This is an optimization exercise on Yosys and OpenROAD, whose aim is small area, not a production implementation. The RTL was checked by simulation tests, not by an equivalence proof against the original design. Power figures rest on the tool's default switching activity, not on a simulated workload.

==> flow/design.v <==
`default_nettype none
package tinyrv1_pkg;
  localparam logic [31:0] reset_pc = 32'h0000_0200;
  localparam int unsigned reg_aw  = 5;    
  localparam int unsigned rd_lsb  = 7;
  localparam int unsigned rs1_lsb = 15;
  localparam int unsigned rs2_lsb = 20;
  localparam logic [31:0] op_add  = 32'b0000000_?????_?????_000_?????_0110011;
  localparam logic [31:0] op_addi = 32'b????????????_?????_000_?????_0010011;
  localparam logic [31:0] op_mul  = 32'b0000001_?????_?????_000_?????_0110011;
  localparam logic [31:0] op_lw   = 32'b????????????_?????_010_?????_0000011;
  localparam logic [31:0] op_sw   = 32'b???????_?????_?????_010_?????_0100011;
  localparam logic [31:0] op_jal  = 32'b????????????????????_?????_1101111;
  localparam logic [31:0] op_jr   = 32'b000000000000_?????_000_00000_1100111;  
  localparam logic [31:0] op_bne  = 32'b???????_?????_?????_001_?????_1100011;
  typedef struct packed {
    logic add;
    logic addi;
    logic mul;
    logic lw;
    logic sw;
    logic jal;
    logic jr;
    logic bne;
  } op_class_t;
  typedef enum logic [1:0] {
    imm_i,
    imm_s,
    imm_j,
    imm_b
  } imm_type_e;
  typedef enum logic [1:0] {
    pc_plus4,
    pc_jal,    
    pc_jr,     
    pc_br      
  } pc_sel_e;
  typedef enum logic [1:0] {
    byp_rf,
    byp_x,
    byp_m,
    byp_w
  } byp_sel_e;
  typedef enum logic {wb_result, wb_load} wb_sel_e;
  typedef enum logic {res_alu, res_mul} result_sel_e;
  typedef enum logic {op2_rf, op2_imm} op2_sel_e;
  typedef enum logic {op1_rf, op1_pc} op1_sel_e;    
  typedef enum logic {mem_read, mem_write} mem_type_e;
endpackage
`default_nettype wire
`default_nettype none
import tinyrv1_pkg::*;
module proc_decode (
  input  logic [31:0]            inst,
  output tinyrv1_pkg::op_class_t cls
);
  always_comb begin
    cls = '0;
    casez (inst)
      op_add:  cls.add  = 1'b1;
      op_addi: cls.addi = 1'b1;
      op_mul:  cls.mul  = 1'b1;
      op_lw:   cls.lw   = 1'b1;
      op_sw:   cls.sw   = 1'b1;
      op_jal:  cls.jal  = 1'b1;
      op_jr:   cls.jr   = 1'b1;
      op_bne:  cls.bne  = 1'b1;
      default: ;
    endcase
  end
endmodule
`default_nettype wire
`default_nettype none
module proc_regfile (
  input  logic       clk,
  input  logic [4:0] raddr,
  output logic       rbit,
  input  logic       wen,
  input  logic [4:0] waddr,
  input  logic       wbit
);
  logic [31:0] tap;
  assign tap[0] = 1'b0;    
  for (genvar r = 1; r < 32; r++) begin : g_reg
    logic [31:0] q;
    always_ff @(posedge clk) begin
      q <= {(wen && waddr == 5'(r)) ? wbit : q[0], q[31:1]};
    end
    assign tap[r] = q[0];
  end
  assign rbit = tap[raddr];
endmodule
`default_nettype wire
`default_nettype none
import tinyrv1_pkg::*;
module proc (
  input  logic        clk,
  input  logic        rst,
  output logic        imemreq_val,
  output logic [31:0] imemreq_addr,
  input  logic [31:0] imemresp_data,
  output logic        dmemreq_val,
  output logic        dmemreq_type,    
  output logic [31:0] dmemreq_addr,
  output logic [31:0] dmemreq_wdata,
  input  logic [31:0] dmemresp_rdata
);
  logic [4:0]  ph;
  logic [1:0]  pass;
  logic        init;
  logic [31:0] r;
  logic [11:2] f;
  logic [31:0] s;
  logic [31:0] w;
  logic        cx;       
  logic        cp;       
  logic        diff;     
  logic [31:0] inst;
  tinyrv1_pkg::op_class_t cls;
  logic        last_ph;
  logic        first_ph;
  assign inst     = imemresp_data;
  assign last_ph  = (ph == 5'd31);
  assign first_ph = (ph == 5'd0);
  proc_decode decode_i (.inst(inst), .cls(cls));
  logic a;         
  logic rs2_sel;
  logic pcb;       
  logic four;      
  logic imm;       
  logic wbit;
  logic wen;
  assign rs2_sel = pass == 2'd0 && (cls.add | cls.sw | cls.mul | cls.bne);
  proc_regfile rf_i (
    .clk    (clk),
    .raddr  (rs2_sel ? inst[24:20] : inst[19:15]),
    .rbit   (a),
    .wen    (wen),
    .waddr  (inst[11:7]),
    .wbit   (wbit)
  );
  assign pcb  = r[0];
  assign four = (ph == 5'd2);
  always_comb begin
    imm = inst[31];
    if (cls.jal) begin
      if (first_ph)         imm = 1'b0;
      else if (ph < 5'd11)  imm = inst[5'd20 + ph];
      else if (ph == 5'd11) imm = inst[20];
      else if (ph < 5'd20)  imm = inst[ph];
    end else if (cls.bne) begin
      if (first_ph)         imm = 1'b0;
      else if (ph < 5'd5)   imm = inst[5'd7 + ph];
      else if (ph < 5'd11)  imm = inst[5'd20 + ph];
      else if (ph == 5'd11) imm = inst[7];
    end else if (cls.sw) begin
      if (ph < 5'd5)        imm = inst[5'd7 + ph];
      else if (ph < 5'd12)  imm = inst[5'd20 + ph];
    end else begin
      if (ph < 5'd12)       imm = inst[5'd20 + ph];
    end
  end
  logic xa, xb, xsum, xco, xci;
  logic pb, psum, pco, pci;
  assign xa  = (cls.jal | cls.bne) ? pcb : a;
  assign xb  = cls.add ? w[0] : (cls.jal | cls.bne) ? four : imm;
  assign xci = first_ph ? 1'b0 : cx;
  assign {xco, xsum} = xa + xb + xci;
  assign pb  = (cls.jal | cls.bne) ? imm : four;
  assign pci = first_ph ? 1'b0 : cp;
  assign {pco, psum} = pcb + pb + pci;
  always_ff @(posedge clk) begin
    cx <= xco;
    cp <= pco;
  end
  logic taken;
  logic done;      
  logic mul_en;    
  assign taken = (first_ph ? 1'b0 : diff) | (a ^ w[0]);
  always_ff @(posedge clk) diff <= taken;
  always_comb begin
    if (init)
      done = 1'b1;
    else case (pass)
      2'd0:    done = !(cls.add | cls.sw | cls.lw | cls.mul | cls.bne);
      2'd1:    done = !cls.bne | taken;
      default: done = 1'b1;
    endcase
  end
  always_ff @(posedge clk) begin
    if (rst) begin
      ph   <= 5'd0;
      pass <= 2'd0;
      init <= 1'b1;
    end else begin
      ph <= ph + 5'd1;
      if (last_ph) begin
        pass <= done ? 2'd0 : pass + 2'd1;
        init <= 1'b0;
      end
    end
  end
  assign mul_en = !init && cls.mul && pass == 2'd1;
  logic mul_out;
  always_comb begin
    wen  = 1'b0;
    wbit = xsum;
    if (!init) begin
      if (pass == 2'd0 && (cls.addi | cls.jal)) wen = 1'b1;
      if (pass == 2'd1 && cls.add) wen = 1'b1;
      if (pass == 2'd1 && cls.lw)  begin wen = 1'b1; wbit = dmemresp_rdata[ph]; end
      if (pass == 2'd1 && cls.mul) begin wen = 1'b1; wbit = mul_out; end
    end
  end
  logic r_in;
  always_comb begin
    if (init)             r_in = (ph == 5'd9);    
    else if (cls.jr)      r_in = a & !first_ph;
    else if (cls.bne)     r_in = (pass == 2'd0) ? r[0] : (pass == 2'd1) ? psum : s[0];
    else if (pass == 2'd0) r_in = psum;
    else                  r_in = r[0];
  end
  always_ff @(posedge clk) begin
    r <= {r_in, r[31:1]};
  end
  always_ff @(posedge clk) begin
    if (last_ph && done) f <= r[12:3];
  end
  logic s_in;
  assign s_in = cls.sw ? ((pass == 2'd0) ? a : s[0]) : cls.bne ? xsum : 1'b0;
  localparam int G = 8;
  logic [31:0] pp;
  logic [31:0] sig;
  logic [31:0] s_nx;
  logic [3:0]  ci;
  logic [3:0]  co;
  assign pp = (mul_en && a) ? w : 32'd0;
  always_comb begin
    logic cy;
    for (int g = 0; g < 32 / G; g++) begin
      cy = (g == 0) ? 1'b0 : ci[g];
      for (int i = g * G; i < g * G + G; i++) begin
        sig[i] = s[i] ^ pp[i] ^ cy;
        cy     = (s[i] & pp[i]) | (s[i] & cy) | (pp[i] & cy);
      end
      co[g] = cy;
    end
  end
  always_comb begin
    s_nx = {s_in, sig[31:1]};
    for (int g = 0; g < 32 / G - 1; g++)
      s_nx[g * G + G - 1] = sig[g * G + G] ^ co[g];
  end
  always_ff @(posedge clk) begin
    ci[0] <= 1'b0;
    for (int g = 1; g < 32 / G; g++)
      ci[g] <= mul_en & sig[g * G] & co[g - 1];
  end
  assign mul_out = sig[0];
  always_ff @(posedge clk) begin
    s <= s_nx;
  end
  logic w_hold;
  logic w_in;
  assign w_hold = mul_en || (!init && cls.lw && (pass == 2'd1 || last_ph));
  assign w_in   = rs2_sel ? a : xsum;
  always_ff @(posedge clk) begin
    if (!w_hold) w <= {w_in, w[31:1]};
  end
  assign imemreq_val  = 1'b1;
  assign imemreq_addr = {20'd0, f, 2'b00};
  assign dmemreq_val   = !init && pass == 2'd1 && ((cls.sw && last_ph) || cls.lw);
  assign dmemreq_type  = cls.sw;
  assign dmemreq_addr  = {w_in, w[31:1]};
  assign dmemreq_wdata = {s_in, s[31:1]};
endmodule
`default_nettype wire
clock: 10.0 ns
lec_check: 0
cap_margin: 20
core_margin: 2
core_utilization: 60
cts_buf_list: sky130_fd_sc_hd__clkbuf_8
cts_cluster_diameter: 80
cts_cluster_size: 20
slew_margin: 20
standard.sh (not shown) runs the stock make flow with config.mk's settings and CLKGATE_MAP_FILE= SYNTH_SCRIPT=/design/flow/synth_recipe.tcl, a recipe that flattens the netlist after the stock synthesis.
==> flow/flow/run.sh <==
#!/bin/bash
# The standard layout (standard.sh), with two changes: the ports are
# buffered with the smallest buffer, and the clock tree uses clkbuf_8 leaf
# clusters of up to 20 flip-flops without dummy loads.
set -e
export BUFFER_PORTS_ARGS="-buffer_cell sky130_fd_sc_hd__buf_1"
export CTS_ARGS="-sink_clustering_enable -repair_clock_nets -dont_use_dummy_load -buf_list sky130_fd_sc_hd__clkbuf_8 -sink_clustering_size 20 -sink_clustering_max_diameter 80"
bash standard.sh > standard.log 2>&1
The first run completed with no timing, DRC or antenna violations.
Next try:
--- a/flow/config.mk
+++ b/flow/config.mk
@@ -7,2 +7,3 @@
 export LEC_CHECK = 0
+export ABC_AREA = 1
 export CAP_MARGIN = 20
@@ -10,5 +11,2 @@
 export CORE_UTILIZATION = 60
-export CTS_BUF_LIST = sky130_fd_sc_hd__clkbuf_8
-export CTS_CLUSTER_DIAMETER = 80
-export CTS_CLUSTER_SIZE = 20
 export SLEW_MARGIN = 20
Outcome: The new run completed with no timing, DRC or antenna violations; cell count came out higher by 11%; wire length came out higher by 17%; sequential power is about the same.
Next try:
==> flow/flow/run.sh (replaced) <==
#!/bin/bash
# The standard layout (standard.sh), with two changes: the ports are
# buffered with the smallest buffer, and the clock tree uses clkbuf_8 leaf
# clusters of up to 20 flip-flops without dummy loads.
set -e
export BUFFER_PORTS_ARGS="-buffer_cell sky130_fd_sc_hd__buf_1"
export CTS_ARGS="-sink_clustering_enable -repair_clock_nets -dont_use_dummy_load -buf_list sky130_fd_sc_hd__clkbuf_8 -sink_clustering_size 20 -sink_clustering_max_diameter 60"
bash standard.sh > standard.log 2>&1
--- a/flow/config.mk
+++ b/flow/config.mk
@@ -7,6 +7,6 @@
 export LEC_CHECK = 0
-export ABC_AREA = 1
+export ABC_CLOCK_PERIOD_IN_PS = 50000
 export CAP_MARGIN = 20
 export CORE_MARGIN = 2
-export CORE_UTILIZATION = 60
+export CORE_UTILIZATION = 75
 export SLEW_MARGIN = 20
Effect: The changed run passed the timing, DRC and antenna checks; power fell by 1.1%; cell count fell by 15%; synthesized area fell by 0.74%; via count fell by 6.3%; wire length fell by 3.7%.
Next try:
--- a/flow/config.mk
+++ b/flow/config.mk
@@ -7,3 +7,2 @@
 export LEC_CHECK = 0
-export ABC_CLOCK_PERIOD_IN_PS = 50000
 export CAP_MARGIN = 20
Outcome: Sequential power hardly moves. Hold slack does not change. Total power stays the same. Sequential share of layout area stays the same. Setup slack stays the same.

-- afterwards: timing with drivers on the ports --
No port has a modelled driver above. Below, the same layouts with a new extraction and two added sets of constraints.
Step 1 (the two cells are an assumption about what drives the block):
set clk [get_ports {clk}]
set_driving_cell -lib_cell sky130_fd_sc_hd__clkbuf_16 $clk
set_driving_cell -lib_cell sky130_fd_sc_hd__buf_2 [delete_from_list [all_inputs] $clk]
Step 2, shift: input delay + t, output delay - t, t = (earliest + latest rising clock arrival at the registers) / 2. This alone moves slack from input paths to output paths.
a / b / c = ideal / step 1 / step 2; a / b = the first two.
| run | shift t [ns] | setup slack, ns | pins driven straight from the clock port |
|---|---|---|---|
| the first run | 0.674 | 1.782 / 1.754 / 1.377 | 1 |
| the second run | 0.705 | 2.462 / 2.411 / 2.220 | 1 |
| the third run | 0.658 | 1.748 / 1.724 / 1.344 | 1 |
| the fourth run | 0.658 | 1.748 / 1.724 / 1.344 | 1 |
After both steps every run listed still meets setup and hold. For the first run, which loses most, drivers alone change the setup slack by -0.028 ns; drivers and shift together by -0.405 ns.
